This design comes from an exercise in tuning for a short achievable clock period and few clock cycles on the open sky130 flow, not from production work.
RTL that was checked went through simulation tests only; none was proved equivalent to the original.
Only the layout flow was run in runs 1 to 4; the RTL was not checked for function there.
Power figures rest on the tool's default switching activity, not on a simulated workload.

<file path="flow/design.v">
`timescale 1ns/1ps
`default_nettype none
package cpu_pkg;
    typedef enum logic [3:0] {
        OP_ADD  = 4'b0000,
        OP_SUB  = 4'b0001,
        OP_AND  = 4'b0010,
        OP_OR   = 4'b0011,
        OP_XOR  = 4'b0100,
        OP_NOT  = 4'b0101,
        OP_SLA  = 4'b0110,
        OP_SRA  = 4'b0111,
        OP_LI   = 4'b1000,
        OP_LW   = 4'b1001,
        OP_SW   = 4'b1010,
        OP_BIZ  = 4'b1011,
        OP_BNZ  = 4'b1100,
        OP_HALT = 4'b1101,   
        OP_JMP  = 4'b1110,
        OP_RSVD = 4'b1111    
    } opcode_t;
endpackage
`default_nettype wire
`timescale 1ns/1ps
`default_nettype none
module cpu_control (
    input  logic                   clk,
    input  logic                   rst,
    input  logic                   mem_req_ready,
    input  logic [16-1:0] mem_rdata,
    output logic [8-1:0] mem_addr,
    output logic [16-1:0] mem_wdata,
    output logic                   mem_we,
    output logic                   mem_req_valid,
    output logic                   halted,
    output logic                   rf_we,
    output logic [3:0]             rf_waddr,
    output logic [16-1:0] rf_wdata,
    output logic                   rf_wzero,
    output logic [3:0]             rf_ra1,
    output logic [3:0]             rf_ra2,
    output logic [3:0]             rf_ra3,
    input  logic [16-1:0] rf_rd3,
    input  logic [16-1:0] rf_zflags,
    output logic [3:0]             alu_op,
    output logic [7:0]             alu_imm,
    input  logic [16-1:0] alu_res,
    input  logic                   alu_zero,
    output logic [8-1:0] fu_pc,
    output logic                   fu_d_zero,
    input  logic [8-1:0] fu_next_pc
);
    logic                   req_valid;
    logic [8-1:0] req_addr;
    logic                   req_we;
    logic                   req_ld;
    logic [16-1:0] req_wdata;
    logic [16-1:0] ir;
    logic                   ex_valid;
    logic [8-1:0] npc;
    logic                   halt_r;
    logic                   fetch_acc;
    logic [3:0]             f_op;
    logic [3:0]             f_d;
    logic                   haz;
    assign mem_req_valid = req_valid;
    assign mem_addr      = req_addr;
    assign mem_we        = req_we;
    assign mem_wdata     = req_wdata;
    assign halted        = halt_r;
    assign fetch_acc = req_valid & mem_req_ready & !req_we & !req_ld;
    assign f_op      = mem_rdata[15:12];
    assign f_d       = mem_rdata[11:8];
    assign alu_op   = ir[15:12];
    assign alu_imm  = ir[7:0];
    assign rf_ra1   = ir[7:4];
    assign rf_ra2   = ir[3:0];
    assign rf_waddr = ir[11:8];
    assign rf_we    = ex_valid | (req_ld & mem_req_ready);
    assign rf_wdata = req_ld ? mem_rdata : alu_res;
    assign rf_wzero = req_ld ? (mem_rdata == '0) : alu_zero;
    assign haz       = ex_valid & (ir[11:8] == f_d);
    assign rf_ra3    = f_d;
    assign fu_d_zero = haz ? alu_zero : rf_zflags[f_d];
    assign fu_pc     = req_addr;
    always_ff @(posedge clk or negedge rst) begin
        if (!rst) begin
            req_valid <= 1'b1;
            req_addr  <= '0;
            req_we    <= 1'b0;
            req_ld    <= 1'b0;
            ex_valid  <= 1'b0;
            halt_r    <= 1'b0;
        end else begin
            ex_valid <= fetch_acc & (!f_op[3] | (f_op == cpu_pkg::OP_LI));
            if (req_valid & mem_req_ready) begin
                if (req_we | req_ld) begin
                    req_addr <= npc;
                    req_we   <= 1'b0;
                    req_ld   <= 1'b0;
                end else begin
                    case (f_op)
                        cpu_pkg::OP_LW: begin
                            req_addr <= mem_rdata[7:0];
                            req_ld   <= 1'b1;
                        end
                        cpu_pkg::OP_SW: begin
                            req_addr <= mem_rdata[7:0];
                            req_we   <= 1'b1;
                        end
                        cpu_pkg::OP_HALT: begin
                            req_valid <= 1'b0;
                            halt_r    <= 1'b1;
                        end
                        default: req_addr <= fu_next_pc;
                    endcase
                end
            end
        end
    end
    always_ff @(posedge clk) begin
        if (fetch_acc) begin
            ir        <= mem_rdata;
            npc       <= req_addr + 1'b1;
            req_wdata <= haz ? alu_res : rf_rd3;
        end
    end
endmodule
`default_nettype wire
`timescale 1ns/1ps
`default_nettype none
module cpu_fetch_unit (
    input  logic [8-1:0] pc,        
    input  logic [16-1:0] instr,
    input  logic                   d_zero,    
    output logic [8-1:0] next_pc
);
    logic [3:0]             op;
    logic [8-1:0] seq;
    logic [8-1:0] target;
    logic                   taken;
    assign op     = instr[15:12];
    assign seq    = pc + 1'b1;
    assign target = pc + instr[7:0] + 1'b1;
    always_comb begin
        case (op)
            cpu_pkg::OP_BIZ: taken = d_zero;
            cpu_pkg::OP_BNZ: taken = !d_zero;
            cpu_pkg::OP_JMP: taken = 1'b1;
            default:         taken = 1'b0;
        endcase
    end
    assign next_pc = taken ? target : seq;
endmodule
`default_nettype wire
`timescale 1ns/1ps
`default_nettype none
module cpu_regfile (
    input  logic                   clk,
    input  logic                   rst,
    input  logic                   we,
    input  logic [3:0]             waddr,
    input  logic [16-1:0] wdata,
    input  logic                   wzero,     
    input  logic [3:0]             ra1,
    input  logic [3:0]             ra2,
    input  logic [3:0]             ra3,
    output logic [16-1:0] rd1,
    output logic [16-1:0] rd2,
    output logic [16-1:0] rd3,
    output logic [16-1:0] zflags
);
    logic [16-1:0] regs [16];
    always_ff @(posedge clk or negedge rst) begin
        if (!rst) begin
            for (int i = 0; i < 16; i++) begin
                regs[i]   <= '0;
                zflags[i] <= 1'b1;
            end
        end else if (we) begin
            regs[waddr]   <= wdata;
            zflags[waddr] <= wzero;
        end
    end
    assign rd1 = regs[ra1];
    assign rd2 = regs[ra2];
    assign rd3 = regs[ra3];
endmodule
`default_nettype wire
`timescale 1ns/1ps
`default_nettype none
module cpu_execute (
    input  logic [3:0]             op,
    input  logic [7:0]             imm,
    input  logic [16-1:0] a,
    input  logic [16-1:0] b,
    output logic [16-1:0] res,
    output logic                   zero
);
    logic [16-1:0] add_carry;
    assign add_carry = {a[16-2:0] | b[16-2:0], 1'b0};
    always_comb begin
        case (op)
            cpu_pkg::OP_ADD: begin res = a + b;  zero = ((a ^ b) == add_carry); end
            cpu_pkg::OP_SUB: begin res = a - b;  zero = (a == b); end
            cpu_pkg::OP_AND: begin res = a & b;  zero = ((a & b) == '0); end
            cpu_pkg::OP_OR:  begin res = a | b;  zero = ((a | b) == '0); end
            cpu_pkg::OP_XOR: begin res = a ^ b;  zero = (a == b); end
            cpu_pkg::OP_NOT: begin res = ~a;     zero = (a == '1); end
            cpu_pkg::OP_SLA: begin
                res  = {a[16-2:0], 1'b0};
                zero = (a[16-2:0] == '0);
            end
            cpu_pkg::OP_SRA: begin
                res  = {a[16-1], a[16-1:1]};
                zero = (a[16-1:1] == '0);
            end
            default: begin   
                res  = {{(16-8){imm[7]}}, imm};
                zero = (imm == '0);
            end
        endcase
    end
endmodule
`default_nettype wire
`timescale 1ns/1ps
`default_nettype none
module cpu_top (
    input  logic                   clk,
    input  logic                   rst,
    output logic [8-1:0] mem_addr,
    output logic [16-1:0] mem_wdata,
    output logic                   mem_we,
    output logic                   mem_req_valid,
    input  logic                   mem_req_ready,
    input  logic [16-1:0] mem_rdata,      
    output logic                   halted
);
    logic                     rf_we;
    logic [3:0]               rf_waddr;
    logic [16-1:0]   rf_wdata;
    logic                     rf_wzero;
    logic [3:0]               rf_ra1;
    logic [3:0]               rf_ra2;
    logic [3:0]               rf_ra3;
    logic [16-1:0]   rf_rd1;
    logic [16-1:0]   rf_rd2;
    logic [16-1:0]   rf_rd3;
    logic [16-1:0] rf_zflags;
    logic [3:0]               alu_op;
    logic [7:0]               alu_imm;
    logic [16-1:0]   alu_res;
    logic                     alu_zero;
    logic [8-1:0]   fu_pc;
    logic                     fu_d_zero;
    logic [8-1:0]   fu_next_pc;
    cpu_control control_inst (
        .clk           (clk),
        .rst           (rst),
        .mem_req_ready (mem_req_ready),
        .mem_rdata     (mem_rdata),
        .mem_addr      (mem_addr),
        .mem_wdata     (mem_wdata),
        .mem_we        (mem_we),
        .mem_req_valid (mem_req_valid),
        .halted        (halted),
        .rf_we         (rf_we),
        .rf_waddr      (rf_waddr),
        .rf_wdata      (rf_wdata),
        .rf_wzero      (rf_wzero),
        .rf_ra1        (rf_ra1),
        .rf_ra2        (rf_ra2),
        .rf_ra3        (rf_ra3),
        .rf_rd3        (rf_rd3),
        .rf_zflags     (rf_zflags),
        .alu_op        (alu_op),
        .alu_imm       (alu_imm),
        .alu_res       (alu_res),
        .alu_zero      (alu_zero),
        .fu_pc         (fu_pc),
        .fu_d_zero     (fu_d_zero),
        .fu_next_pc    (fu_next_pc)
    );
    cpu_regfile regfile_inst (
        .clk    (clk),
        .rst    (rst),
        .we     (rf_we),
        .waddr  (rf_waddr),
        .wdata  (rf_wdata),
        .wzero  (rf_wzero),
        .ra1    (rf_ra1),
        .ra2    (rf_ra2),
        .ra3    (rf_ra3),
        .rd1    (rf_rd1),
        .rd2    (rf_rd2),
        .rd3    (rf_rd3),
        .zflags (rf_zflags)
    );
    cpu_execute execute_inst (
        .op   (alu_op),
        .imm  (alu_imm),
        .a    (rf_rd1),
        .b    (rf_rd2),
        .res  (alu_res),
        .zero (alu_zero)
    );
    cpu_fetch_unit fetch_inst (
        .pc      (fu_pc),
        .instr   (mem_rdata),
        .d_zero  (fu_d_zero),
        .next_pc (fu_next_pc)
    );
endmodule
`default_nettype wire
</file>
<file path="flow/run.sh">
#!/bin/bash
# synth_recipe.tcl (not shown) runs the flow's synth.tcl, then flattens the netlist and writes it again
# the make line also repeats each setting of config.mk as NAME=value (left out here)
make -C /OpenROAD-flow-scripts/flow DESIGN_CONFIG=/design/flow/config.mk WORK_HOME=/design/flow/orfs CLKGATE_MAP_FILE= SYNTH_SCRIPT=/design/flow/synth_recipe.tcl finish
</file>
<file path="flow/config.mk">
export PLATFORM = sky130hd
export DESIGN_NAME = cpu_top
export DESIGN_NICKNAME = cpu_top
export VERILOG_FILES = /design/flow/design.v
export SDC_FILE = /design/flow/constraint.sdc
export NUM_CORES = 4
export LEC_CHECK = 0
export CAP_MARGIN = 20
export CORE_MARGIN = 2
export CORE_UTILIZATION = 40
export SLEW_MARGIN = 20
</file>
<file path="flow/constraint.sdc">
create_clock -name core_clock -period 10.0 [get_ports {clk}]
set_input_delay 2.0000 -clock core_clock [delete_from_list [all_inputs] [get_ports {clk}]]
set_output_delay 2.0000 -clock core_clock [all_outputs]
set_load 0.01 [all_outputs]
</file>
==> run summary, run 1 <==
CTS tree done; TritonCTS Buffers 40; Distinct cells, synth 105; Max-slew headroom 9.146%; clock sinks 325; CTS resizes 0; crit path kind register to register; die footprint 57020 sq um; Core ar. 54770 sq um; run status complete, no violations; WP data required 10.39 ns; peak supply drop 0.0001013 V; post-route insts no fill 3167; global-route wire length before repair 148900 um; fin. max-slew vios 0; area grow syn2layout 11.58%; PD cells 118.3 nW/um^2; max incr delay on CP 0.95 ns; RSZ-0062 raised after global routing no; post-CTS setup buffers 0; clk_skew 0.03700 ns; Final ANT Viol Nets 0; largest net degree at the start of global routing 174; Hold Path Cell Cnt 2; # fillers 5339; Critical Path Start Type register; first drt pass iteration count 9; # DRC 0; IO Count 46; DRT Wirelength 102600 um; LEAKAGE 9.859 nW; mapped cell area 22050 sq um; Multi-input gate area 12600 sq um; Total GRT Usage 35.68%; drt initial violations 3325; Worst-Margin Slew 1.360 ns; initial antenna violation count 5; post-DR vias/cell 7.000; share of cells above drive strength 1 13.98%; Post-DP HPWL 70000 um; Row Count 86; Final Setup Violations 0; Synth Flop Type dfrtp_1; worst r2r path cells 18; Die H 238.8 um; minimum clock period 6.691 ns; Synth async-reset ratio 87.69%; min-delay src regfile_inst.zflags[13]$_DFFE_PN1N_; RR Startpoint control_inst.ir[0]$_DFFE_PP_; number of port buffers 45; critical path arrival 7.08 ns; Initial Utilization 40.26%; Syn. warnings 5; Avg Synthesized Cell Area 9.018 sq um; GPL Wtd Cong 1.038; Final Hold Violating Endpoints 0; die width 238.8 um; worst min path class register to register; setup tns final 0 ns; fmax 149.5 MHz; Slowest-stage cell, CP edfxtp_1; register bit total from synthesis 325; Seq/Total Area, Yosys 37.89%; Crit. End Element register; Final Cycle Share 66.91%; worst-path cell chain nand2b_1 -> nor2_1 -> buf_4 -> a22oi_1 -> nand3_1 -> o22a_1 -> ha_1 -> a21o_1 -> a21oi_1 -> o21ba_2 -> o41ai_1 -> o41ai_1 -> o21bai_1 -> a21oi_1 -> xnor2_1 -> a211oi_1 -> a31o_2 -> o21ai_0; fin nets 2513; dpl cells 3093; hold_buf cts 0; Storage cell area 8354 sq um; Routed WL per cell 32.39 um; design area 24600 sq um; CTS Root Buffer Type clkbuf_16; Post-Route Utilization 44.92%; total gr overflow 0; FF-to-FF End regfile_inst.regs[15][15]$_DFFE_PN0P_; r2r setup slk 3.31 ns; Hold EP regfile_inst.zflags[13]$_DFFE_PN1N_; via count 22170; vias in the first global route 21040; Worst-path clk slew 0.07 ns; H-tree depth 2; Max FO, Critical Path 25; placed instance area 23280 sq um; clock latency at the later pin of the worst-skew pair 0.59 ns; Synth Instances 2445; Post-synth EDFFs 40; syn_nets 2527; Max Root-Sink Buffers 3; Max Cap Violations 0
-- cell usage in the layout, fill, tap and decap left out, types with 43 or more instances in the layout --
cell / synthesis / layout
a21oi_1: 99 / 99
a221oi_1: 69 / 69
a22o_1: 58 / 58
a22oi_1: 147 / 147
buf_4: 8 / 87
clkdlybuf4s50_1: 0 / 44
dfrtp_1: 268 / 268
ha_1: 60 / 60
inv_1: 82 / 82
mux2_2: 91 / 91
mux2i_1: 49 / 47
nand2_1: 312 / 308
nand3_1: 63 / 63
nand4_1: 43 / 43
nor2_1: 104 / 101
o21ai_0: 234 / 234
-- cells by family after synthesis --
kind of cell	Yosys count	share of synthesized area [%]
AO/OA/AOI/OAI	872	27.48
AND/OR/NAND/NOR	710	15.42
flip-flops	325	37.89
buffers and inverters	276	5.533
multiplexers	154	8.109
adder cells (fa/ha/maj)	63	3.677
XOR/XNOR	45	1.890
-- sequential cells by signal, summed over array words and instances, names as in the netlist --
name / cells
control_inst.req_addr: 8
control_inst.req_we: 1
control_inst.req_wdata: 16
control_inst.halt_r: 1
control_inst.req_valid: 1
regfile_inst.zflags: 16
control_inst.req_ld: 1
control_inst.ex_valid: 1
control_inst.ir: 16
regfile_inst.regs: 256
control_inst.npc: 8
-- worst max-delay path, delay by kind of cell (launching register included) --
kind,cells,cell delay (ns)
compound gates,12,3.41
simple gates,3,1.32
flops,1,0.95
fa+ha+maj,1,0.36
buf+inv,1,0.34
xor+xnor,1,0.09
-- cells in the mapped netlist (all sizes together), types with 13 or more instances --
master / n / area (sq um)
nor2: 105 / 396.6
o22ai: 29 / 181.4
nand2b: 23 / 143.9
a211oi: 13 / 102.6
mux2i: 51 / 526.8
inv: 83 / 311.6
nand3: 63 / 315.3
mux2: 94 / 1059
a31oi: 37 / 286.5
dfrtp: 268 / 6706
a21o: 13 / 97.59
a21oi: 103 / 530.5
clkbuf: 132 / 495.5
o22a: 13 / 113.9
o21ai: 261 / 1306
a221oi: 71 / 634.4
xnor2: 30 / 277.8
a22oi: 148 / 1125
nand2: 312 / 1171
nand4: 43 / 269.0
xor2: 15 / 138.9
nor2b: 19 / 121.4
ha: 60 / 750.7
and3: 15 / 93.84
edfxtp: 40 / 1201
buf: 58 / 401.6
a22o: 58 / 508.0
nand3b: 19 / 142.6
nor3: 41 / 205.2
nor4: 13 / 87.58
dfstp: 17 / 446.7
-- worst max-delay path by stage --
| stage | from | end | slack (ns) | cells past startpoint |
|---|---|---|---|---|
| 2_1_floorplan | control_inst.ir[6]$_DFFE_PP_ | regfile_inst.regs[12][12]$_DFFE_PN0P_ | 4.94 | 23 |
| 5_1_grt | control_inst.ir[0]$_DFFE_PP_ | regfile_inst.regs[15][12]$_DFFE_PN0P_ | 3.15 | 20 |
| 3_5_place_dp | control_inst.ir[0]$_DFFE_PP_ | regfile_inst.regs[15][12]$_DFFE_PN0P_ | 3.74 | 20 |
| 4_1_cts | control_inst.ir[0]$_DFFE_PP_ | regfile_inst.regs[15][12]$_DFFE_PN0P_ | 3.69 | 20 |
| 6_report | control_inst.ir[0]$_DFFE_PP_ | regfile_inst.regs[15][15]$_DFFE_PN0P_ | 3.31 | 18 |
| 3_3_place_gp | control_inst.ir[0]$_DFFE_PP_ | regfile_inst.regs[15][12]$_DFFE_PN0P_ | 3.85 | 20 |
-- stage by stage --
stage                     total power [mW]  setup WS [ns]  hold WS (ns)
after floorplan                      1.392          4.941        0.4551
after global placement               1.459          3.846        0.4694
after detailed placement             1.460          3.738        0.4751
after CTS                            2.925          3.689        0.4831
after global routing                 2.985          3.151        0.5141
final                                2.911          3.309        0.4839
-- where the power goes --
| group | leakage (nW) | total, mW | switching (mW) | internal (mW) |
|---|---|---|---|---|
| clock | 0.634 | 1.47 | 0.611 | 0.861 |
| sequential | 4.26 | 1.34 | 0 | 1.34 |
| combinational | 4.96 | 0.102 | 0.0786 | 0.0231 |
-- routing by layer --
layer,part of all wire [%],routed length [um],global-route usage (%),vias up
li1,-,-,-,9205
met1,39,40460,47.60,10860
met2,42,43150,52.12,1677
met3,12,12660,10.84,426
met4,6.1,6300,18.26,4
met5,0.022,23,0,-
-- cell type report --
cell class                      instances  area share, %
Tap cell                              704          3.580
Clock buffer                           52          4.501
Antenna cell                            2        0.02034
Multi-Input combinational cell       1844          51.22
Inverter                               86          1.312
Sequential cell                       325          33.96
Clock inverter                         20         0.7985
Timing Repair Buffer                  134          4.608
==> run 2: changes to the inputs <==
--- a/flow/config.mk
+++ b/flow/config.mk
@@ -6,6 +6,8 @@
 export NUM_CORES = 4
 export LEC_CHECK = 0
+export ABC_CLOCK_PERIOD_IN_PS = 2500
 export CAP_MARGIN = 20
 export CORE_MARGIN = 2
 export CORE_UTILIZATION = 40
+export SETUP_SLACK_MARGIN = 5
 export SLEW_MARGIN = 20
==> run 2 against run 1 <==
Net effect:
- die area unchanged
- combinational power hardly changed
- clock power up 6%
- final area increased by 8.2%
- critical endpoint is now control_inst.req_wdata[4]$_DFFE_PP_
==> run summary, run 2 <==
Core ar. 54770 sq um (unchanged); Avg Synthesized Cell Area 9.018 sq um (unchanged); Row Count 86 (unchanged); global-route wire length before repair 152300 um (was 148900 um); run status complete, no violations (unchanged); fmax 198.1 MHz (was 149.5 MHz); PD cells 112.6 nW/um^2 (was 118.3 nW/um^2); TritonCTS Buffers 40 (unchanged); total gr overflow 0 (unchanged); Synth Instances 2445 (unchanged); GPL Wtd Cong 1.028 (was 1.038); die footprint 57020 sq um (unchanged); Worst-Margin Slew 1.062 ns (was 1.360 ns); largest reg by FF count regfile_inst.regs (unchanged); initial antenna violation count 1 (was 5); Final Setup Violations 0 (unchanged); vias in the first global route 21070 (was 21040); CTS Root Buffer Type clkbuf_16 (unchanged); Die H 238.8 um (unchanged); Max Root-Sink Buffers 3 (unchanged); crit path kind input pin to register (was register to register); share of cells above drive strength 1 21.64% (was 13.98%); Max Cap Violations 0 (unchanged); number of flip-flops in the largest register 256 (unchanged); number of antenna cells inserted 0 (was 2); Final ANT Viol Nets 0 (unchanged); clock sinks 325 (unchanged); DRT Wirelength 108500 um (was 102600 um); most frequent cells in the layout nand2_1, dfrtp_1, o21ai_0 (unchanged); top cells by count, synth nand2_1, dfrtp_1, o21ai_0 (unchanged); Max FO, Critical Path 16 (was 25); Distinct cells, synth 105 (unchanged); H-tree depth 2 (unchanged); IO Count 46 (unchanged); Crit. End Element register (unchanged); top cell type's share of synthesized area 30.41% (unchanged); Post-synth EDFFs 40 (unchanged); syn_nets 2527 (unchanged); Synth area leader dfrtp_1 (unchanged); post-DR vias/cell 7.009 (was 7.000); clk_skew 0.03093 ns (was 0.03700 ns); Post-DP HPWL 71630 um (was 70000 um); Critical Path Start Type input pin (was register); Final Hold Violating Endpoints 0 (unchanged); minimum clock period 5.048 ns (was 6.691 ns); via count 22840 (was 22170); Synth area leaders dfrtp_1, edfxtp_1, nand2_1 (unchanged); Worst-path clk slew 0.06 ns (was 0.07 ns); placed instance area 23260 sq um (was 23280 sq um); hold slack final 0.4828 ns (was 0.4839 ns); die width 238.8 um (unchanged); drt initial violations 3594 (was 3325); area grow syn2layout 20.73% (was 11.58%); Synth Flop Type dfrtp_1 (unchanged); # DRC 0 (unchanged); Final Cycle Share 50.48% (was 66.91%); fin nets 2607 (was 2513); clock latency at the later pin of the worst-skew pair 0.59 ns (about the same); WP data required 10.23 ns (was 10.39 ns); register bit total from synthesis 325 (unchanged); peak supply drop 0.0001188 V (was 0.0001013 V); mapped cell area 22050 sq um (unchanged); Total GRT Usage 36.77% (was 35.68%); number of port buffers 45 (unchanged); worst min path class register to register (unchanged); Power Total 2.997 mW (was 2.911 mW); LEAKAGE 10.73 nW (was 9.859 nW); largest net degree at the start of global routing 166 (was 174); first drt pass iteration count 8 (was 9); cell with the most instances after synthesis nand2_1 (unchanged); RSZ-0062 raised after global routing yes (was no); Routed WL per cell 33.29 um (was 32.39 um); Initial Utilization 40.26% (unchanged); critical path arrival 5.27 ns (was 7.08 ns); post-route insts no fill 3259 (was 3167); fin. max-slew vios 0 (unchanged); setup tns final 0 ns (unchanged); commonest non-fill, non-tap cell in the layout nand2_1 (unchanged); Seq/Total Area, Yosys 37.89% (unchanged); dpl cells 3091 (was 3093); Synth async-reset ratio 87.69% (unchanged); CTS tree done (unchanged); Syn. warnings 5 (unchanged); Max-slew headroom 27.81% (was 9.146%); design area 26620 sq um (was 24600 sq um)
-- run 2: metal layers --
metal,vias to the layer above,track usage [%],wire [um]
met5,-,0,18
met4,2,21.31,7888
met3,504,12.03,13820
met2,1813,53.03,44810
met1,11110,48.10,41970
li1,9413,-,-
-- run 2: kinds of logic after synthesis --
group / count (synthesis) / synth area share [%]
muxes: 154 / 8.109
DFF: 325 / 37.89
xor gates and xnor gates: 45 / 1.890
adders and majority gates: 63 / 3.677
AOI/OAI and AO/OA: 872 / 27.48
buffers and inverters: 276 / 5.533
and+or+nand+nor: 710 / 15.42
-- run 2: worst paths after layout --
check / start / endpoint / slack [ns] / cells after the start
min in group asynchronous: rst / regfile_inst.regs[11][3]$_DFFE_PN0P_ / 1.45 / 1
hold / removal: regfile_inst.zflags[1]$_DFFE_PN1N_ / regfile_inst.zflags[1]$_DFFE_PN1N_ / 0.48 / 2
setup / recovery: mem_rdata[9] / control_inst.req_wdata[4]$_DFFE_PP_ / 4.95 / 5
max in group asynchronous: rst / regfile_inst.regs[10][14]$_DFFE_PN0P_ / 7.04 / 2
setup reg to reg: control_inst.ir[7]$_DFFE_PP_ / regfile_inst.regs[4][14]$_DFFE_PN0P_ / 5.06 / 20
hold reg to reg: regfile_inst.zflags[1]$_DFFE_PN1N_ / regfile_inst.zflags[1]$_DFFE_PN1N_ / 0.48 / 2
-- run 2: stage by stage --
stage	utilization [%]	worst slack, ns
after global routing	48.60	4.948
after CTS	46.63	4.971
after detailed placement	42.47	3.329
after global placement	42.45	3.368
after floorplan	-	5.013
final	48.60	4.952
-- run 2: critical path, stage by stage --
cell and delay (ns):
clkdlybuf4s50_1 0.86, nor2_1 0.49, nand2_1 0.71, o22ai_1 0.77, o21ai_0 0.41
-- run 2: area by class of cell --
type                            count  area, sq um
Tap cell                          704        880.8
Clock inverter                     16        211.5
Multi-Input combinational cell   1847        13480
Clock buffer                       56         1174
Fill cell                        5136        28150
Inverter                           86        336.6
Timing Repair Buffer              225         2183
Sequential cell                   325         8354
-- run 2: timing repair --
action                     in CTS  in global routing
cloned                          4                  8
setup buffers                  27                 57
setup endpoints to repair     245                203
gates resized for setup       130                 93
hold buffers                    0                  0
pin swaps                      17                 42
-- run 2: where the power goes --
part	internal (mW)	total [mW]	switching [mW]
logic	0.0229	0.100	0.0776
registers	1.34	1.34	0
clock network	0.930	1.56	0.630
total	2.29	3.00	0.707
==> run 3: changes to the inputs <==
==> flow/flow/run.sh (new file) <==
#!/bin/bash
# Standard layout, with timing repair aiming well below the design's period
set -euo pipefail
bash standard.sh finish SETUP_SLACK_MARGIN=${MARGIN:-7.5} > standard.log 2>&1
==> flow/standard.sh (new file) <==
#!/bin/bash
# synth_recipe.tcl (not shown) runs the flow's synth.tcl, then flattens the netlist and writes it again
# the make line also repeats each setting of config.mk as NAME=value (left out here)
make -C /OpenROAD-flow-scripts/flow DESIGN_CONFIG=/design/flow/config.mk WORK_HOME=/design/flow/orfs CLKGATE_MAP_FILE= SYNTH_SCRIPT=/design/flow/synth_recipe.tcl "${@:-finish}"
removed: flow/run.sh
==> run 3 against run 2 <==
Net effect:
- clock power barely moved
- die area did not move
- utilization rose by 7.7 points
- fmax rose by 2.1%
- final cell count rose by 5.6%
- wire length rose by 9.0%
- largest cell class unchanged
- largest power group unchanged
- highest routed layer unchanged
==> run summary, run 3 <==
Worst-Margin Slew 1.216 ns (was 1.062 ns); initial antenna violation count 3 (was 1); fin nets 2789 (was 2607); Crit. End Element register (unchanged); Worst-path clk slew 0.06 ns (about the same); Max FO, Critical Path 11 (was 16); Critical Path Start Type register (was input pin); H-tree depth 2 (unchanged); Die H 238.8 um (unchanged); area grow syn2layout 39.77% (was 20.73%); number of port buffers 45 (unchanged); Synth async-reset ratio 87.69% (unchanged); DRT Wirelength 118300 um (was 108500 um); mapped cell area 22050 sq um (unchanged); fin. max-slew vios 0 (unchanged); Max Root-Sink Buffers 3 (unchanged); die width 238.8 um (unchanged); Final ANT Viol Nets 0 (unchanged); first drt pass iteration count 8 (unchanged); placed instance area 23700 sq um (was 23260 sq um); number of flip-flops in the largest register 256 (unchanged); Synth area leaders dfrtp_1, edfxtp_1, nand2_1 (unchanged); hold_buf cts 0 (unchanged); Multi-input gate area 15230 sq um (was 13480 sq um); Storage cell area 8366 sq um (was 8354 sq um); post-DR vias/cell 7.120 (was 7.009); syn_nets 2527 (unchanged); peak supply drop 0.0001127 V (was 0.0001188 V); share of cells above drive strength 1 37.46% (was 21.64%); Post-synth EDFFs 40 (unchanged); largest reg by FF count regfile_inst.regs (unchanged); WP data required 10.43 ns (was 10.23 ns); clock sinks 325 (unchanged); vias in the first global route 23190 (was 21070); # fillers 4689 (was 5136); Row Count 86 (unchanged); setup tns final 0 ns (unchanged); CTS tree done (unchanged); Synth area leader dfrtp_1 (unchanged); # DRC 0 (unchanged); clock latency at the later pin of the worst-skew pair 0.62 ns (was 0.59 ns); Post-DP HPWL 70630 um (was 71630 um); Syn. warnings 5 (unchanged); Max Cap Violations 0 (unchanged); Final Hold Violating Endpoints 0 (unchanged); Avg Synthesized Cell Area 9.018 sq um (unchanged); hold slack final 0.4738 ns (was 0.4828 ns); worst min path class register to register (unchanged); commonest non-fill, non-tap cell in the layout nand2_1 (unchanged); Initial Utilization 40.26% (unchanged); minimum clock period 4.944 ns (was 5.048 ns); Post-Route Utilization 56.27% (was 48.60%); cell with the most instances after synthesis nand2_1 (unchanged); clk_skew 0.05777 ns (was 0.03093 ns); most frequent cells in the layout nand2_1, dfrtp_1, buf_4 (was nand2_1, dfrtp_1, o21ai_0); CTS Root Buffer Type clkbuf_16 (unchanged); Synth Flop Type dfrtp_1 (unchanged); fmax 202.3 MHz (was 198.1 MHz); LEAKAGE 12.67 nW (was 10.73 nW); top cell type's share of synthesized area 30.41% (unchanged); Final Setup Violations 0 (unchanged); design area 30820 sq um (was 26620 sq um); run status complete, no violations (unchanged); Max-slew headroom 18.90% (was 27.81%); Routed WL per cell 34.35 um (was 33.29 um); drt initial violations 4086 (was 3594); register bit total from synthesis 325 (unchanged); TritonCTS Buffers 40 (unchanged); total gr overflow 0 (unchanged); Synth Instances 2445 (unchanged); GPL Wtd Cong 0.9933 (was 1.028); Total GRT Usage 40.40% (was 36.77%); die footprint 57020 sq um (unchanged); global-route wire length before repair 166700 um (was 152300 um); Distinct cells, synth 105 (unchanged); Seq/Total Area, Yosys 37.89% (unchanged); Core ar. 54770 sq um (unchanged); Final Cycle Share 49.44% (was 50.48%); top cells by count, synth nand2_1, dfrtp_1, o21ai_0 (unchanged); PD cells 97.72 nW/um^2 (was 112.6 nW/um^2); RSZ-0062 raised after global routing yes (unchanged); via count 24510 (was 22840); critical path arrival 5.38 ns (was 5.27 ns); largest net degree at the start of global routing 83 (was 166); crit path kind register to register (was input pin to register); IO Count 46 (unchanged)
==> run 3: stage by stage <==
stage / setup slack [ns] / instances / total power [mW]
after global placement: 3.602 / 3083 / 1.463
after floorplan: 5.246 / 2445 / 1.404
after detailed placement: 3.423 / 3083 / 1.464
final: 5.056 / 3443 / 3.012
after global routing: 4.965 / 3440 / 3.080
after CTS: 5.214 / 3378 / 3.017
==> run 3: cell families after synthesis <==
| family | after synthesis | synth area share, % |
|---|---|---|
| adder cells (fa/ha/maj) | 63 | 3.677 |
| flip-flops | 325 | 37.89 |
| AND/OR/NAND/NOR | 710 | 15.42 |
| AO/OA/AOI/OAI | 872 | 27.48 |
| XOR/XNOR | 45 | 1.890 |
| buffers and inverters | 276 | 5.533 |
| multiplexers | 154 | 8.109 |
==> run 3: worst paths after layout <==
check / startpoint / to / slack, ns / cells past startpoint
min in group asynchronous: rst / regfile_inst.regs[13][10]$_DFFE_PN0P_ / 1.27 / 1
worst min register to register: regfile_inst.zflags[9]$_DFFE_PN1N_ / regfile_inst.zflags[9]$_DFFE_PN1N_ / 0.47 / 2
max in group asynchronous: rst / control_inst.req_addr[1]$_DFFE_PN0P_ / 7.70 / 2
worst max register to register: control_inst.ir[2]$_DFFE_PP_ / regfile_inst.regs[9][12]$_DFFE_PN0P_ / 5.06 / 24
worst max-delay path: control_inst.ir[2]$_DFFE_PP_ / regfile_inst.regs[9][12]$_DFFE_PN0P_ / 5.06 / 24
worst min-delay path: regfile_inst.zflags[9]$_DFFE_PN1N_ / regfile_inst.zflags[9]$_DFFE_PN1N_ / 0.47 / 2
==> run 3: area by class of cell <==
cell class | instances | area share (%)
sequential | 325 | 27.14
antenna | 3 | 0.02436
inverter | 86 | 1.157
clock inverter | 14 | 0.7105
multi-input combinational | 1850 | 49.42
timing repair buffer | 404 | 14.91
clock buffer | 57 | 3.780
tap | 704 | 2.858
==> run 3: layer usage <==
| metal | wire [um] | global-route usage [%] | vias up |
|---|---|---|---|
| met5 | 104 | 0.4329 | - |
| met4 | 9893 | 26.57 | 6 |
| met3 | 16040 | 16.34 | 657 |
| met2 | 49410 | 58.10 | 2011 |
| met1 | 42820 | 49.75 | 12010 |
| li1 | - | - | 9830 |
==> run 3: where the power goes <==
part	total, mW	leakage (nW)	switching, mW	internal [mW]
Clock	1.54	0.666	0.636	0.901
Combinational	0.137	7.76	0.0937	0.0437
Sequential	1.34	4.25	0	1.34
Total	3.01	12.7	0.730	2.28
==> run 3: timing repair <==
action                     in CTS  in global routing
cloned                         27                  6
buffers inserted              197                 56
gates resized for setup       611                259
setup endpoints to repair     515                399
pin swaps                     107                122
==> run 3: worst max-delay path, cell delays in order (launching register included) <==
cell and delay [ns]:
edfxtp_1 0.44, buf_12 0.19, nand2b_4 0.15, buf_4 0.17
nor3_4 0.26, buf_4 0.32, nand2_1 0.08, nand4_1 0.10
o22a_4 0.23, inv_2 0.10, fa_2 0.39, a21o_1 0.19
a21oi_2 0.17, o21bai_1 0.10, a21o_1 0.23, a2111oi_4 0.32
nor3_2 0.09, a221oi_2 0.21, buf_4 0.17, xnor2_1 0.13
o221ai_2 0.15, mux2i_4 0.21, buf_12 0.16, buf_12 0.14
o21ai_1 0.08
==> run 4: changes to the inputs <==
--- a/flow/design.v
+++ b/flow/design.v
@@ -41,8 +41,12 @@
     output logic [3:0]             rf_ra2,
     output logic [3:0]             rf_ra3,
+    input  logic [16-1:0] rf_rd1,
+    input  logic [16-1:0] rf_rd2,
     input  logic [16-1:0] rf_rd3,
     input  logic [16-1:0] rf_zflags,
     output logic [3:0]             alu_op,
     output logic [7:0]             alu_imm,
+    output logic [16-1:0] alu_a,
+    output logic [16-1:0] alu_b,
     input  logic [16-1:0] alu_res,
     input  logic                   alu_zero,
@@ -55,7 +59,10 @@
     logic                   req_we;
     logic                   req_ld;
-    logic [16-1:0] req_wdata;
-    logic [16-1:0] ir;
+    logic [3:0]             ex_op;
+    logic [3:0]             ex_d;
+    logic [7:0]             ex_imm;
     logic                   ex_valid;
+    logic [16-1:0] opa;
+    logic [16-1:0] opb;     
     logic [8-1:0] npc;
     logic                   halt_r;
@@ -63,24 +70,28 @@
     logic [3:0]             f_op;
     logic [3:0]             f_d;
-    logic                   haz;
+    logic [3:0]             f_s1;
+    logic [3:0]             f_s2;
     assign mem_req_valid = req_valid;
     assign mem_addr      = req_addr;
     assign mem_we        = req_we;
-    assign mem_wdata     = req_wdata;
+    assign mem_wdata     = opb;
     assign halted        = halt_r;
     assign fetch_acc = req_valid & mem_req_ready & !req_we & !req_ld;
     assign f_op      = mem_rdata[15:12];
     assign f_d       = mem_rdata[11:8];
-    assign alu_op   = ir[15:12];
-    assign alu_imm  = ir[7:0];
-    assign rf_ra1   = ir[7:4];
-    assign rf_ra2   = ir[3:0];
-    assign rf_waddr = ir[11:8];
+    assign f_s1      = mem_rdata[7:4];
+    assign f_s2      = mem_rdata[3:0];
+    assign alu_op   = ex_op;
+    assign alu_imm  = ex_imm;
+    assign alu_a    = opa;
+    assign alu_b    = opb;
+    assign rf_waddr = ex_d;
     assign rf_we    = ex_valid | (req_ld & mem_req_ready);
     assign rf_wdata = req_ld ? mem_rdata : alu_res;
     assign rf_wzero = req_ld ? (mem_rdata == '0) : alu_zero;
-    assign haz       = ex_valid & (ir[11:8] == f_d);
+    assign rf_ra1    = f_s1;
+    assign rf_ra2    = f_s2;
     assign rf_ra3    = f_d;
-    assign fu_d_zero = haz ? alu_zero : rf_zflags[f_d];
+    assign fu_d_zero = (ex_valid & (ex_d == f_d)) ? alu_zero : rf_zflags[f_d];
     assign fu_pc     = req_addr;
     always_ff @(posedge clk or negedge rst) begin
@@ -121,7 +132,13 @@
     always_ff @(posedge clk) begin
         if (fetch_acc) begin
-            ir        <= mem_rdata;
-            npc       <= req_addr + 1'b1;
-            req_wdata <= haz ? alu_res : rf_rd3;
+            ex_op  <= f_op;
+            ex_d   <= f_d;
+            ex_imm <= mem_rdata[7:0];
+            npc    <= req_addr + 1'b1;
+            opa    <= (ex_valid & (ex_d == f_s1)) ? alu_res : rf_rd1;
+            if (f_op == cpu_pkg::OP_SW)
+                opb <= (ex_valid & (ex_d == f_d)) ? alu_res : rf_rd3;
+            else
+                opb <= (ex_valid & (ex_d == f_s2)) ? alu_res : rf_rd2;
         end
     end
@@ -250,4 +267,6 @@
     logic [3:0]               alu_op;
     logic [7:0]               alu_imm;
+    logic [16-1:0]   alu_a;
+    logic [16-1:0]   alu_b;
     logic [16-1:0]   alu_res;
     logic                     alu_zero;
@@ -272,8 +291,12 @@
         .rf_ra2        (rf_ra2),
         .rf_ra3        (rf_ra3),
+        .rf_rd1        (rf_rd1),
+        .rf_rd2        (rf_rd2),
         .rf_rd3        (rf_rd3),
         .rf_zflags     (rf_zflags),
         .alu_op        (alu_op),
         .alu_imm       (alu_imm),
+        .alu_a         (alu_a),
+        .alu_b         (alu_b),
         .alu_res       (alu_res),
         .alu_zero      (alu_zero),
@@ -300,6 +323,6 @@
         .op   (alu_op),
         .imm  (alu_imm),
-        .a    (rf_rd1),
-        .b    (rf_rd2),
+        .a    (alu_a),
+        .b    (alu_b),
         .res  (alu_res),
         .zero (alu_zero)
==> run 4 against run 3 <==
Net effect:
- still clean
- non-clock buffer count grew 150
- die area shrank 0.21%
- combinational power grew 140%
- clock skew shrank 0.019 ns
- sequential power grew 5%
- first-iteration DRC count grew 52%
- final cell count grew 5.0%
- final area grew 14%
- via count grew 14%
- critical path depth shrank 13
- highest routed layer unchanged
==> run summary, run 4 <==
run status complete, no violations (unchanged); CTS tree done (unchanged); Storage cell area 8843 sq um (was 8366 sq um); Worst-Margin Slew 1.158 ns (was 1.216 ns); H-tree depth 2 (unchanged); register bit total from synthesis 341 (was 325); fin nets 2962 (was 2789); Max FO, Critical Path 7 (was 11); Sequential Power Share 42.9% (was 44.4%); Distinct cells, synth 90 (was 105); vias in the first global route 24980 (was 23190); clock sinks 341 (was 325); LEAKAGE 14.11 nW (was 12.67 nW); peak supply drop 0.0001092 V (was 0.0001127 V); Final Setup Violations 0 (unchanged); die footprint 56900 sq um (was 57020 sq um); Die H 238.5 um (was 238.8 um); hold_buf cts 0 (unchanged); most frequent cells in the layout dfrtp_1, buf_4, nand2_1 (was nand2_1, dfrtp_1, buf_4); area grow syn2layout 59.40% (was 39.77%); Routed WL per cell 39.14 um (was 34.35 um); commonest non-fill, non-tap cell in the layout dfrtp_1 (was nand2_1); initial antenna violation count 5 (was 3); design area 35070 sq um (was 30820 sq um); die width 238.5 um (was 238.8 um); RSZ-0062 raised after global routing yes (unchanged); simple-gate share of the synthesized area 15.98% (was 15.42%); worst slack, placed 4.433 ns (was 3.423 ns); Synth Instances 2449 (was 2445); TritonCTS Buffers 41 (was 40); Synth Flop Type dfrtp_1 (unchanged); syn_nets 2531 (was 2527); Post-DP HPWL 67800 um (was 70630 um); CTS Root Buffer Type clkbuf_16 (unchanged); Initial Utilization 40.64% (was 40.26%); fin. max-slew vios 0 (unchanged); number of flip-flops in the largest register 256 (unchanged); # DRC 0 (unchanged); placed instance area 24140 sq um (was 23700 sq um); largest family of logic cells by synthesized area compound AO/OA/AOI/OAI gates (unchanged); Syn. warnings 5 (unchanged); Final Hold Violating Endpoints 0 (unchanged); Post-synth EDFFs 56 (was 40); Slowest-stage cell, CP mux4_2 (was edfxtp_1); sw frac 26.91% (was 24.24%); Pint 2.401 mW (was 2.282 mW); post-synthesis adder-cell area fraction 3.685% (was 3.677%); Avg Synthesized Cell Area 8.984 sq um (was 9.018 sq um); Core ar. 54130 sq um (was 54770 sq um); Synth area leaders dfrtp_1, a22oi_1, edfxtp_1 (was dfrtp_1, edfxtp_1, nand2_1); share of cells above drive strength 1 45.86% (was 37.46%); mapped cell area 22000 sq um (was 22050 sq um); GPL Wtd Cong 0.9813 (was 0.9933); largest reg by FF count regfile_inst.regs (unchanged); WP data required 10.53 ns (was 10.43 ns); Multi-input gate area 17030 sq um (was 15230 sq um); post-DR vias/cell 7.717 (was 7.120); number of port buffers 45 (unchanged); top cell type's share of synthesized area 30.48% (was 30.41%); PD cells 93.68 nW/um^2 (was 97.72 nW/um^2); total gr overflow 0 (unchanged); Max-slew headroom 22.82% (was 18.90%); min setup slack post-route 6.348 ns (was 5.056 ns); global-route wire length before repair 180700 um (was 166700 um); IO Count 46 (unchanged); DRT Wirelength 141500 um (was 118300 um); worst-path cell chain buf_8 -> buf_12 -> mux4_2 -> mux2i_4 -> mux2i_4 -> a21oi_2 -> and3_4 -> nor3_4 -> buf_12 -> mux2_4 -> o31ai_2 (was buf_12 -> nand2b_4 -> buf_4 -> nor3_4 -> buf_4 -> nand2_1 -> nand4_1 -> o22a_4 -> inv_2 -> fa_2 -> a21o_1 -> a21oi_2 -> o21bai_1 -> a21o_1 -> a2111oi_4 -> nor3_2 -> a221oi_2 -> buf_4 -> xnor2_1 -> o221ai_2 -> mux2i_4 -> buf_12 -> buf_12 -> o21ai_1); Seq/Total Area, Yosys 40.15% (was 37.89%); Synth area leader dfrtp_1 (unchanged); largest net degree at the start of global routing 82 (was 83); Net Sw Power 884.0 uW (was 730.1 uW); Critical Path Start Type input pin (was register); Crit. End Element register (unchanged); Synth Area in Compound Gates 28.38% (was 27.48%); worst min path class register to register (unchanged); fmax 273.8 MHz (was 202.3 MHz); via count 27900 (was 24510); Synth async-reset ratio 83.58% (was 87.69%); XOR/XNOR share of the synthesized area 1.712% (was 1.890%); Max Cap Violations 0 (unchanged); clock latency at the later pin of the worst-skew pair 0.66 ns (was 0.62 ns); max incr delay on CP 0.53 ns (was 0.44 ns); Row Count 85 (was 86); critical path arrival 4.18 ns (was 5.38 ns); drt initial violations 6200 (was 4086); Clock power frac 47.3% (was 51.0%); Final ANT Viol Nets 0 (unchanged); top cells by count, synth nand2_1, dfrtp_1, a22oi_1 (was nand2_1, dfrtp_1, o21ai_0); minimum clock period 3.652 ns (was 4.944 ns); Worst-path clk slew 0.06 ns (about the same); setup tns final 0 ns (unchanged); Max Root-Sink Buffers 3 (unchanged); Final Cycle Share 36.52% (was 49.44%); # fillers 3993 (was 4689); clk_skew 0.03854 ns (was 0.05777 ns); Total GRT Usage 44.13% (was 40.40%); post-synthesis mux area share 5.459% (was 8.109%); crit path kind input pin to register (was register to register); cell with the most instances after synthesis nand2_1 (unchanged); combinational fraction of design power 9.8% (was 4.6%); first drt pass iteration count 19 (was 8)
## run 4: changes by cell type after synthesis, moves of 24 or more
cell / change
o21ai_1: -25
nand2_1: -40
a22oi_1: +85
nand4_1: +28
nor2_1: +24
## run 4: per-layer routing
metal  GRT usage, %  vias to the layer above  share of wire, %
li1               -                    10340                 -
met1          51.93                    13500                33
met2          62.73                     2866                39
met3          21.67                     1170                17
met4          30.32                       22                11
met5          2.424                        -              0.56
## run 4: cell type report
type / count / area share [%]
multi-input combinational: 1872 / 48.55
sequential: 341 / 25.22
timing repair buffer: 554 / 19.07
clock buffer: 52 / 3.275
tap: 696 / 2.483
inverter: 70 / 0.8313
clock inverter: 22 / 0.5173
antenna: 8 / 0.05708
## run 4: power by group through the flow
stage               combinational, mW  clock [mW]  sequential [mW]
detailed placement              0.172           0             1.44
floorplan                      0.0864           0             1.44
finish                          0.322        1.55             1.41
global placement                0.169           0             1.44
CTS                             0.263        1.52             1.41
global route                    0.318        1.60             1.41
## run 4: what timing repair did
action                                  4_1_cts  5_1_grt
buffers inserted                            291      103
endpoints found under the setup margin      633      529
endpoints found under the hold margin         0        0
pin swaps                                   206      226
gates resized for setup                     880      386
cloned                                       38       24
## run 4: worst max-delay path, delay by kind of cell
kind	cells	cell delay, ns
buf+inv	3	0.36
simple gates	2	0.26
compound gates	2	0.39
mux	4	1.16
## run 4: stage by stage
stage	cells	utilization [%]	hold slack [ns]	total power, mW
after floorplan	2449	-	0.4599	1.523
after global placement	3075	44.54	0.4822	1.605
after detailed placement	3077	44.60	0.4865	1.608
after CTS	3480	58.77	0.4861	3.194
after global routing	3608	64.75	0.5114	3.325
final	3615	64.79	0.4994	3.286
## run 4: final timing paths
| check | startpoint | to | slack [ns] | cells past startpoint |
|---|---|---|---|---|
| max | mem_rdata[8] | control_inst.req_addr[5]$_DFFE_PN0P_ | 6.35 | 11 |
| max in group asynchronous | rst | regfile_inst.regs[1][13]$_DFFE_PN0P_ | 7.68 | 2 |
| min reg2reg | regfile_inst.zflags[1]$_DFFE_PN1N_ | regfile_inst.zflags[1]$_DFFE_PN1N_ | 0.50 | 2 |
| min | regfile_inst.zflags[1]$_DFFE_PN1N_ | regfile_inst.zflags[1]$_DFFE_PN1N_ | 0.50 | 2 |
| max reg2reg | control_inst.opa[12]$_DFFE_PP_ | regfile_inst.zflags[10]$_DFFE_PN1N_ | 6.40 | 10 |
| min in group asynchronous | rst | regfile_inst.regs[7][2]$_DFFE_PN0P_ | 1.29 | 1 |
## run 4: cell families after synthesis
group                      count (synthesis)
AOI/OAI and AO/OA                        915
xor gates and xnor gates                  43
adders and majority gates                 63
buffers and inverters                    263
DFF                                      341
muxes                                    105
and+or+nand+nor                          719
==> run 5: changes to the inputs <==
--- a/flow/design.v
+++ b/flow/design.v
@@ -52,6 +52,6 @@
     input  logic                   alu_zero,
     output logic [8-1:0] fu_pc,
-    output logic                   fu_d_zero,
-    input  logic [8-1:0] fu_next_pc
+    input  logic [8-1:0] fu_next_z1,
+    input  logic [8-1:0] fu_next_z0
 );
     logic                   req_valid;
@@ -64,5 +64,6 @@
     logic                   ex_valid;
     logic [16-1:0] opa;
-    logic [16-1:0] opb;     
+    logic [16-1:0] opb;
+    logic [16-1:0] sdata;   
     logic [8-1:0] npc;
     logic                   halt_r;
@@ -72,8 +73,12 @@
     logic [3:0]             f_s1;
     logic [3:0]             f_s2;
+    logic [16-1:0] zf;      
+    logic                   d_zero;
+    logic [8-1:0] addr_z1;
+    logic [8-1:0] addr_z0;
     assign mem_req_valid = req_valid;
     assign mem_addr      = req_addr;
     assign mem_we        = req_we;
-    assign mem_wdata     = opb;
+    assign mem_wdata     = sdata;
     assign halted        = halt_r;
     assign fetch_acc = req_valid & mem_req_ready & !req_we & !req_ld;
@@ -93,6 +98,25 @@
     assign rf_ra2    = f_s2;
     assign rf_ra3    = f_d;
-    assign fu_d_zero = (ex_valid & (ex_d == f_d)) ? alu_zero : rf_zflags[f_d];
-    assign fu_pc     = req_addr;
+    always_comb begin
+        zf = rf_zflags;
+        if (ex_valid) zf[ex_d] = alu_zero;
+    end
+    assign d_zero = zf[f_d];
+    assign fu_pc  = req_addr;
+    always_comb begin
+        if (!(req_valid & mem_req_ready)) begin
+            addr_z1 = req_addr;
+            addr_z0 = req_addr;
+        end else if (req_we | req_ld) begin
+            addr_z1 = npc;
+            addr_z0 = npc;
+        end else if (f_op == cpu_pkg::OP_LW || f_op == cpu_pkg::OP_SW) begin
+            addr_z1 = mem_rdata[7:0];
+            addr_z0 = mem_rdata[7:0];
+        end else begin
+            addr_z1 = fu_next_z1;
+            addr_z0 = fu_next_z0;
+        end
+    end
     always_ff @(posedge clk or negedge rst) begin
         if (!rst) begin
@@ -105,24 +129,18 @@
         end else begin
             ex_valid <= fetch_acc & (!f_op[3] | (f_op == cpu_pkg::OP_LI));
+            req_addr <= d_zero ? addr_z1 : addr_z0;
             if (req_valid & mem_req_ready) begin
                 if (req_we | req_ld) begin
-                    req_addr <= npc;
                     req_we   <= 1'b0;
                     req_ld   <= 1'b0;
                 end else begin
                     case (f_op)
-                        cpu_pkg::OP_LW: begin
-                            req_addr <= mem_rdata[7:0];
-                            req_ld   <= 1'b1;
-                        end
-                        cpu_pkg::OP_SW: begin
-                            req_addr <= mem_rdata[7:0];
-                            req_we   <= 1'b1;
-                        end
+                        cpu_pkg::OP_LW: req_ld <= 1'b1;
+                        cpu_pkg::OP_SW: req_we <= 1'b1;
                         cpu_pkg::OP_HALT: begin
                             req_valid <= 1'b0;
                             halt_r    <= 1'b1;
                         end
-                        default: req_addr <= fu_next_pc;
+                        default: ;
                     endcase
                 end
@@ -131,14 +149,14 @@
     end
     always_ff @(posedge clk) begin
+        ex_op  <= f_op;
+        ex_imm <= mem_rdata[7:0];
+        opa    <= (ex_valid & (ex_d == f_s1)) ? alu_res : rf_rd1;
+        opb    <= (ex_valid & (ex_d == f_s2)) ? alu_res : rf_rd2;
+    end
+    always_ff @(posedge clk) begin
         if (fetch_acc) begin
-            ex_op  <= f_op;
-            ex_d   <= f_d;
-            ex_imm <= mem_rdata[7:0];
-            npc    <= req_addr + 1'b1;
-            opa    <= (ex_valid & (ex_d == f_s1)) ? alu_res : rf_rd1;
-            if (f_op == cpu_pkg::OP_SW)
-                opb <= (ex_valid & (ex_d == f_d)) ? alu_res : rf_rd3;
-            else
-                opb <= (ex_valid & (ex_d == f_s2)) ? alu_res : rf_rd2;
+            ex_d  <= f_d;
+            npc   <= req_addr + 1'b1;
+            sdata <= (ex_valid & (ex_d == f_d)) ? alu_res : rf_rd3;
         end
     end
@@ -148,25 +166,17 @@
 `default_nettype none
 module cpu_fetch_unit (
-    input  logic [8-1:0] pc,        
+    input  logic [8-1:0] pc,         
     input  logic [16-1:0] instr,
-    input  logic                   d_zero,    
-    output logic [8-1:0] next_pc
+    output logic [8-1:0] next_z1,    
+    output logic [8-1:0] next_z0     
 );
     logic [3:0]             op;
     logic [8-1:0] seq;
     logic [8-1:0] target;
-    logic                   taken;
     assign op     = instr[15:12];
     assign seq    = pc + 1'b1;
     assign target = pc + instr[7:0] + 1'b1;
-    always_comb begin
-        case (op)
-            cpu_pkg::OP_BIZ: taken = d_zero;
-            cpu_pkg::OP_BNZ: taken = !d_zero;
-            cpu_pkg::OP_JMP: taken = 1'b1;
-            default:         taken = 1'b0;
-        endcase
-    end
-    assign next_pc = taken ? target : seq;
+    assign next_z1 = (op == cpu_pkg::OP_BIZ || op == cpu_pkg::OP_JMP) ? target : seq;
+    assign next_z0 = (op == cpu_pkg::OP_BNZ || op == cpu_pkg::OP_JMP) ? target : seq;
 endmodule
 `default_nettype wire
@@ -272,6 +282,6 @@
     logic                     alu_zero;
     logic [8-1:0]   fu_pc;
-    logic                     fu_d_zero;
-    logic [8-1:0]   fu_next_pc;
+    logic [8-1:0]   fu_next_z1;
+    logic [8-1:0]   fu_next_z0;
     cpu_control control_inst (
         .clk           (clk),
@@ -302,6 +312,6 @@
         .alu_zero      (alu_zero),
         .fu_pc         (fu_pc),
-        .fu_d_zero     (fu_d_zero),
-        .fu_next_pc    (fu_next_pc)
+        .fu_next_z1    (fu_next_z1),
+        .fu_next_z0    (fu_next_z0)
     );
     cpu_regfile regfile_inst (
@@ -331,6 +341,6 @@
         .pc      (fu_pc),
         .instr   (mem_rdata),
-        .d_zero  (fu_d_zero),
-        .next_pc (fu_next_pc)
+        .next_z1 (fu_next_z1),
+        .next_z0 (fu_next_z0)
     );
 endmodule
==> run 5 against run 4 <==
Net effect:
- still clean
- first-iteration DRC count is 11% higher
- utilization fell by 0.057 points
- hold slack worse by 0.033 ns
- global-route usage increased by 0.37 points
- clock skew fell by 0.0082 ns
- highest routed layer unchanged
==> run summary, run 5 <==
run status complete, no violations (unchanged); Total GRT Usage 44.51% (was 44.13%); Storage cell area 8935 sq um (was 8843 sq um); Seq/Total Area, Yosys 40.24% (was 40.15%); Worst-path clk slew 0.06 ns (about the same); Syn. warnings 4 (was 5); crit path kind register to register (was input pin to register); Post-DP HPWL 62180 um (was 67800 um); setup tns final 0 ns (unchanged); register bit total from synthesis 357 (was 341); critical path arrival 4.38 ns (was 4.18 ns); Multi-input gate area 17050 sq um (was 17030 sq um); Max Root-Sink Buffers 3 (unchanged); Worst-Margin Slew 1.172 ns (was 1.158 ns); max incr delay on CP 0.64 ns (was 0.53 ns); Max FO, Critical Path 9 (was 7); commonest non-fill, non-tap cell in the layout nand2_1 (was dfrtp_1); Row Count 86 (was 85); number of port buffers 45 (unchanged); global-route wire length before repair 183100 um (was 180700 um); placed instance area 24340 sq um (was 24140 sq um); Post-Route Utilization 64.73% (was 64.79%); first drt pass iteration count 22 (was 19); DRT Wirelength 140800 um (was 141500 um); r2r setup slk 6.12 ns (was 6.40 ns); die width 238.8 um (was 238.5 um); Crit. End Element register (unchanged); hold_buf cts 0 (unchanged); drt initial violations 6897 (was 6200); RR Startpoint control_inst.ex_d[0]$_DFFE_PP_ (was control_inst.opa[12]$_DFFE_PP_); vias in the first global route 25940 (was 24980); fin nets 3050 (was 2962); syn_nets 2617 (was 2531); Power Total 3.780 mW (was 3.286 mW); largest reg by FF count regfile_inst.regs (unchanged); Routed WL per cell 37.96 um (was 39.14 um); via count 28540 (was 27900); # DRC 0 (unchanged); Max Cap Violations 0 (unchanged); Final Cycle Share 38.78% (was 36.52%); Synth area leader dfrtp_1 (unchanged); Distinct cells, synth 86 (was 90); CP delay by family, top simple AND/OR/NAND/NOR gates (was multiplexers); Max-slew headroom 21.85% (was 22.82%); Die H 238.8 um (was 238.5 um); most frequent cells in the layout nand2_1, dfrtp_1, buf_4 (was dfrtp_1, buf_4, nand2_1); total gr overflow 0 (unchanged); worst-path cell chain inv_1 -> ha_4 -> nand2b_1 -> nor2_2 -> nor3_1 -> and3_1 -> o221ai_1 -> a211o_1 -> a31o_4 -> or3b_4 -> a21bo_1 -> a31o_1 (was buf_8 -> buf_12 -> mux4_2 -> mux2i_4 -> mux2i_4 -> a21oi_2 -> and3_4 -> nor3_4 -> buf_12 -> mux2_4 -> o31ai_2); Final Hold Violating Endpoints 0 (unchanged); top cell type's share of synthesized area 30.41% (was 30.48%); fmax 257.9 MHz (was 273.8 MHz); Post-synth EDFFs 28 (was 56); top cells by count, synth nand2_1, dfrtp_1, a22oi_1 (unchanged); Synth Flop Type dfrtp_1 (unchanged); RSZ-0062 raised after global routing yes (unchanged); Critical Path Start Type register (was input pin); Core ar. 54770 sq um (was 54130 sq um); share of cells above drive strength 1 46.48% (was 45.86%); FF-to-FF End control_inst.req_addr[0]$_DFFE_PN0P_ (was regfile_inst.zflags[10]$_DFFE_PN1N_); cell with the most instances after synthesis nand2_1 (unchanged); Hold Path Cell Cnt 1 (was 2); design area 35450 sq um (was 35070 sq um); fin. max-slew vios 0 (unchanged); number of flip-flops in the largest register 256 (unchanged); min-delay src control_inst.halt_r$_DFFE_PN0P_ (was regfile_inst.zflags[1]$_DFFE_PN1N_); worst r2r path cells 12 (was 10); CTS Root Buffer Type clkbuf_16 (unchanged); largest net degree at the start of global routing 78 (was 82); PD cells 106.6 nW/um^2 (was 93.68 nW/um^2); Hold EP control_inst.halt_r$_DFFE_PN0P_ (was regfile_inst.zflags[1]$_DFFE_PN1N_); worst min path class register to register (unchanged); Synth area leaders dfrtp_1, a22oi_1, o21ai_0 (was dfrtp_1, a22oi_1, edfxtp_1); WP data required 10.50 ns (was 10.53 ns); clock latency at the later pin of the worst-skew pair 0.63 ns (was 0.66 ns); hold slack final 0.4666 ns (was 0.4994 ns); area grow syn2layout 60.76% (was 59.40%); CP Buf/Inv Count 1 (was 3); post-DR vias/cell 7.691 (was 7.717); GPL Wtd Cong 0.9887 (was 0.9813); # fillers 4004 (was 3993); IO Count 46 (unchanged); Avg Synthesized Cell Area 8.700 sq um (was 8.984 sq um); H-tree depth 2 (unchanged); peak supply drop 0.0001247 V (was 0.0001092 V); initial antenna violation count 9 (was 5); Synth async-reset ratio 79.83% (was 83.58%); Final ANT Viol Nets 0 (unchanged); LEAKAGE 14.26 nW (was 14.11 nW); die footprint 57030 sq um (was 56900 sq um); clock sinks 357 (was 341); mapped cell area 22050 sq um (was 22000 sq um); clk_skew 0.03035 ns (was 0.03854 ns); CTS tree done (unchanged); Final Setup Violations 0 (unchanged); TritonCTS Buffers 40 (was 41); Synth Instances 2535 (was 2449); Slowest-stage cell, CP nor3_1 (was mux4_2); minimum clock period 3.878 ns (was 3.652 ns); Initial Utilization 40.27% (was 40.64%)
==> run 5: metal layers <==
| layer | global-route usage, % | part of all wire [%] | up-vias |
|---|---|---|---|
| met1 | 51.44 | 33 | 13580 |
| met2 | 60.69 | 38 | 3030 |
| met4 | 31.93 | 11 | 22 |
| met3 | 25.61 | 17 | 1322 |
| li1 | - | - | 10580 |
| met5 | 3.290 | 0.57 | - |
==> run 5: timing repair <==
action                                  4_1_cts  5_1_grt
endpoints found under the setup margin      599      498
buffers inserted                            326       96
cloned                                       37       12
pin swaps                                   284      286
gates resized for setup                     850      383
==> run 5: final cells by class <==
type | count | share of cell area (%)
tap | 704 | 2.485
clock inverter | 11 | 0.4694
antenna | 9 | 0.06353
inverter | 62 | 0.7270
multi-input combinational | 1948 | 48.10
clock buffer | 60 | 3.346
timing repair buffer | 559 | 19.60
sequential | 357 | 25.20
==> run 5: power breakdown <==
group,total (mW),switching (mW),internal [mW],leakage (nW)
Combinational,0.731,0.436,0.295,9.03
Sequential,1.47,0.0109,1.46,4.57
Clock,1.58,0.674,0.902,0.662
==> run 5: worst max path at each step <==
stage	from	end	slack (ns)	depth (start not counted)
6_report	control_inst.ex_d[0]$_DFFE_PP_	control_inst.req_addr[0]$_DFFE_PN0P_	6.12	12
4_1_cts	mem_rdata[11]	control_inst.req_addr[0]$_DFFE_PN0P_	6.35	12
3_3_place_gp	mem_rdata[8]	control_inst.req_addr[0]$_DFFE_PN0P_	4.02	11
3_5_place_dp	mem_rdata[8]	control_inst.req_addr[0]$_DFFE_PN0P_	3.94	11
2_1_floorplan	mem_rdata[9]	control_inst.req_addr[0]$_DFFE_PN0P_	5.81	12
5_1_grt	control_inst.ex_d[0]$_DFFE_PP_	control_inst.req_addr[3]$_DFFE_PN0P_	6.16	13
==> run 5: per-stage QoR <==
step                      setup WS, ns  cells
after floorplan                  5.812   2535
after global placement           4.019   3159
after detailed placement         3.943   3159
after CTS                        6.347   3593
after global routing             6.164   3704
final                            6.122   3710
==> run 5: cell families after synthesis <==
group           synth area share, %
xor+xnor                      1.781
mux                           4.703
simple gates                  16.14
fa+ha+maj                     3.676
flops                         40.24
buf+inv                       4.544
compound gates                28.92
Testbench counts of run 5, summed over its fixed seeds: cycles 48,854.
==> run 6: changes to the inputs <==
--- a/flow/config.mk
+++ b/flow/config.mk
@@ -9,5 +9,5 @@
 export CAP_MARGIN = 20
 export CORE_MARGIN = 2
-export CORE_UTILIZATION = 40
+export CORE_UTILIZATION = 30
 export SETUP_SLACK_MARGIN = 5
 export SLEW_MARGIN = 20
==> run 6 against run 5 <==
Net effect:
- clock power rose by 3%
- register-to-register slack better by 0.18 ns
- highest routed layer unchanged
- sequential power is essentially flat
- flip-flop and latch count is the same
- critical endpoint unchanged
- critical path depth down 1
- area after synthesis did not move
- global-route usage shrank 13 points
- largest power group unchanged
==> run summary, run 6 <==
run status complete, no violations (unchanged); Distinct cells, synth 86 (unchanged); dpl cells 3414 (was 3159); Routed WL per cell 33.61 um (was 37.96 um); Max FO, Critical Path 8 (was 9); hold slack final 0.4832 ns (was 0.4666 ns); Power Total 3.716 mW (was 3.780 mW); register bit total from synthesis 357 (unchanged); max incr delay on CP 0.47 ns (was 0.64 ns); Crit. Startpoint mem_rdata[8] (was control_inst.ex_d[0]$_DFFE_PP_); Synth Flop Type dfrtp_1 (unchanged); Total GRT Usage 31.48% (was 44.51%); Synth async-reset ratio 79.83% (unchanged); TritonCTS Buffers 39 (was 40); top cell type's share of synthesized area 30.41% (unchanged); Synth area leaders dfrtp_1, a22oi_1, o21ai_0 (unchanged); hold_buf cts 0 (unchanged); # DRC 0 (unchanged); most frequent cells in the layout nand2_1, dfrtp_1, a22oi_1 (was nand2_1, dfrtp_1, buf_4); PD cells 110.9 nW/um^2 (was 106.6 nW/um^2); Post-Route Utilization 45.99% (was 64.73%); fin nets 2941 (was 3050); clock sinks 357 (unchanged); commonest non-fill, non-tap cell in the layout nand2_1 (unchanged); crit path kind input pin to register (was register to register); CP Buf/Inv Count 2 (was 1); Syn. warnings 4 (unchanged); largest net degree at the start of global routing 76 (was 78); mapped cell area 22050 sq um (unchanged); Final ANT Viol Nets 0 (unchanged); Final Cycle Share 37.30% (was 38.78%); CTS Root Buffer Type clkbuf_16 (unchanged); Worst-path clk slew 0.06 ns (about the same); worst slack, placed 3.915 ns (was 3.943 ns); CP delay by family, top compound AO/OA/AOI/OAI gates (was simple AND/OR/NAND/NOR gates); DRT Wirelength 129500 um (was 140800 um); RR Startpoint control_inst.ex_d[0]$_DFFE_PP_ (unchanged); Crit. End Element register (unchanged); first drt pass iteration count 10 (was 22); cell count along the critical path 11 (was 12); H-tree depth 2 (unchanged); GPL Wtd Cong 0.9860 (was 0.9887); global-route wire length before repair 174400 um (was 183100 um); drt initial violations 4756 (was 6897); post-DR vias/cell 6.833 (was 7.691); Max Root-Sink Buffers 3 (unchanged); initial antenna violation count 2 (was 9); WP data required 10.49 ns (was 10.50 ns); post-route insts no fill 3853 (was 3710); Storage cell area 8930 sq um (was 8935 sq um); worst-path cell chain buf_12 -> or2_4 -> buf_4 -> nor2_1 -> a221oi_2 -> o2111ai_1 -> a21o_1 -> a31o_4 -> or3b_4 -> a21bo_1 -> a31o_1 (was inv_1 -> ha_4 -> nand2b_1 -> nor2_2 -> nor3_1 -> and3_1 -> o221ai_1 -> a211o_1 -> a31o_4 -> or3b_4 -> a21bo_1 -> a31o_1); Post-synth EDFFs 28 (unchanged); RSZ-0062 raised after global routing yes (unchanged); vias in the first global route 24450 (was 25940); Final Setup Violations 0 (unchanged); CP Capture Point control_inst.req_addr[0]$_DFFE_PN0P_ (unchanged); Max-slew headroom 25.03% (was 21.85%); Multi-input gate area 15990 sq um (was 17050 sq um); design area 33500 sq um (was 35450 sq um); worst min path class register to register (unchanged); die width 275.1 um (was 238.8 um); syn_nets 2617 (unchanged); clock latency at the later pin of the worst-skew pair 0.60 ns (was 0.63 ns); share of cells above drive strength 1 39.62% (was 46.48%); die footprint 75700 sq um (was 57030 sq um); top cells by count, synth nand2_1, dfrtp_1, a22oi_1 (unchanged); minimum clock period 3.730 ns (was 3.878 ns); Post-DP HPWL 65550 um (was 62180 um); Final Hold Violating Endpoints 0 (unchanged); Seq/Total Area, Yosys 40.24% (unchanged); peak supply drop 0.0001136 V (was 0.0001247 V)
==> run 6: cell families after synthesis <==
family / after synthesis / synth area share [%]
and+or+nand+nor: 759 / 16.14
AOI/OAI and AO/OA: 961 / 28.92
buffers and inverters: 256 / 4.544
muxes: 95 / 4.703
xor gates and xnor gates: 44 / 1.781
DFF: 357 / 40.24
adders and majority gates: 63 / 3.676
==> run 6: worst reg2reg max path: stages, from the launching register on <==
cell	delay [ns]
edfxtp_1	0.41
inv_1	0.26
ha_4	0.35
nand2b_1	0.23
nor2_2	0.42
a22o_1	0.25
a2111oi_0	0.12
nor3_2	0.24
nand3b_1	0.13
a31o_4	0.31
or3b_4	0.47
a21bo_1	0.21
a31o_1	0.20
==> run 6: final cells by class <==
class | instances | share of cell area [%]
tap | 959 | 3.582
timing repair buffer | 458 | 16.94
sequential | 357 | 26.66
multi-input combinational | 1941 | 47.74
inverter | 62 | 0.7284
clock buffer | 64 | 3.993
antenna | 4 | 0.02988
clock inverter | 8 | 0.3362
==> run 6: report_power, final <==
part,total [mW],switching [mW],internal (mW)
Combinational,0.617,0.374,0.243
Sequential,1.47,0.0108,1.46
Clock,1.63,0.656,0.970
==> run 6: what timing repair did <==
item	CTS	global route
endpoints found under the setup margin	607	497
buffers inserted	238	83
gates cloned	26	16
pin swaps	162	152
resized for setup	735	246
endpoints found under the hold margin	0	0
==> run 6: per-layer routing <==
layer | vias to the layer above | share of wire (%) | routed length (um) | track usage (%)
met1 | 12630 | 35 | 45420 | 38.63
met4 | 2 | 10 | 13180 | 20.74
met2 | 2434 | 41 | 52450 | 45.63
met3 | 942 | 14 | 18380 | 12.32
met5 | - | 0.049 | 64 | 0.1880
li1 | 10320 | - | - | -
==> run 6: how the worst min path moves through the flow <==
stage,from,end,cells past startpoint
finish,regfile_inst.zflags[1]$_DFFE_PN1N_,regfile_inst.zflags[1]$_DFFE_PN1N_,2
CTS,regfile_inst.zflags[1]$_DFFE_PN1N_,regfile_inst.zflags[1]$_DFFE_PN1N_,2
detailed placement,control_inst.halt_r$_DFFE_PN0P_,control_inst.halt_r$_DFFE_PN0P_,1
floorplan,regfile_inst.zflags[6]$_DFFE_PN1N_,regfile_inst.zflags[6]$_DFFE_PN1N_,2
global placement,control_inst.halt_r$_DFFE_PN0P_,control_inst.halt_r$_DFFE_PN0P_,1
global route,regfile_inst.zflags[14]$_DFFE_PN1N_,regfile_inst.zflags[14]$_DFFE_PN1N_,2

Setup slack of run 6, layout unchanged: 6.270 ns with ideal ports, 6.262 ns with driving cells assumed (clock clkbuf_16, inputs buf_2), 5.604 ns with port delays also shifted by the 0.657 ns mid clock arrival.
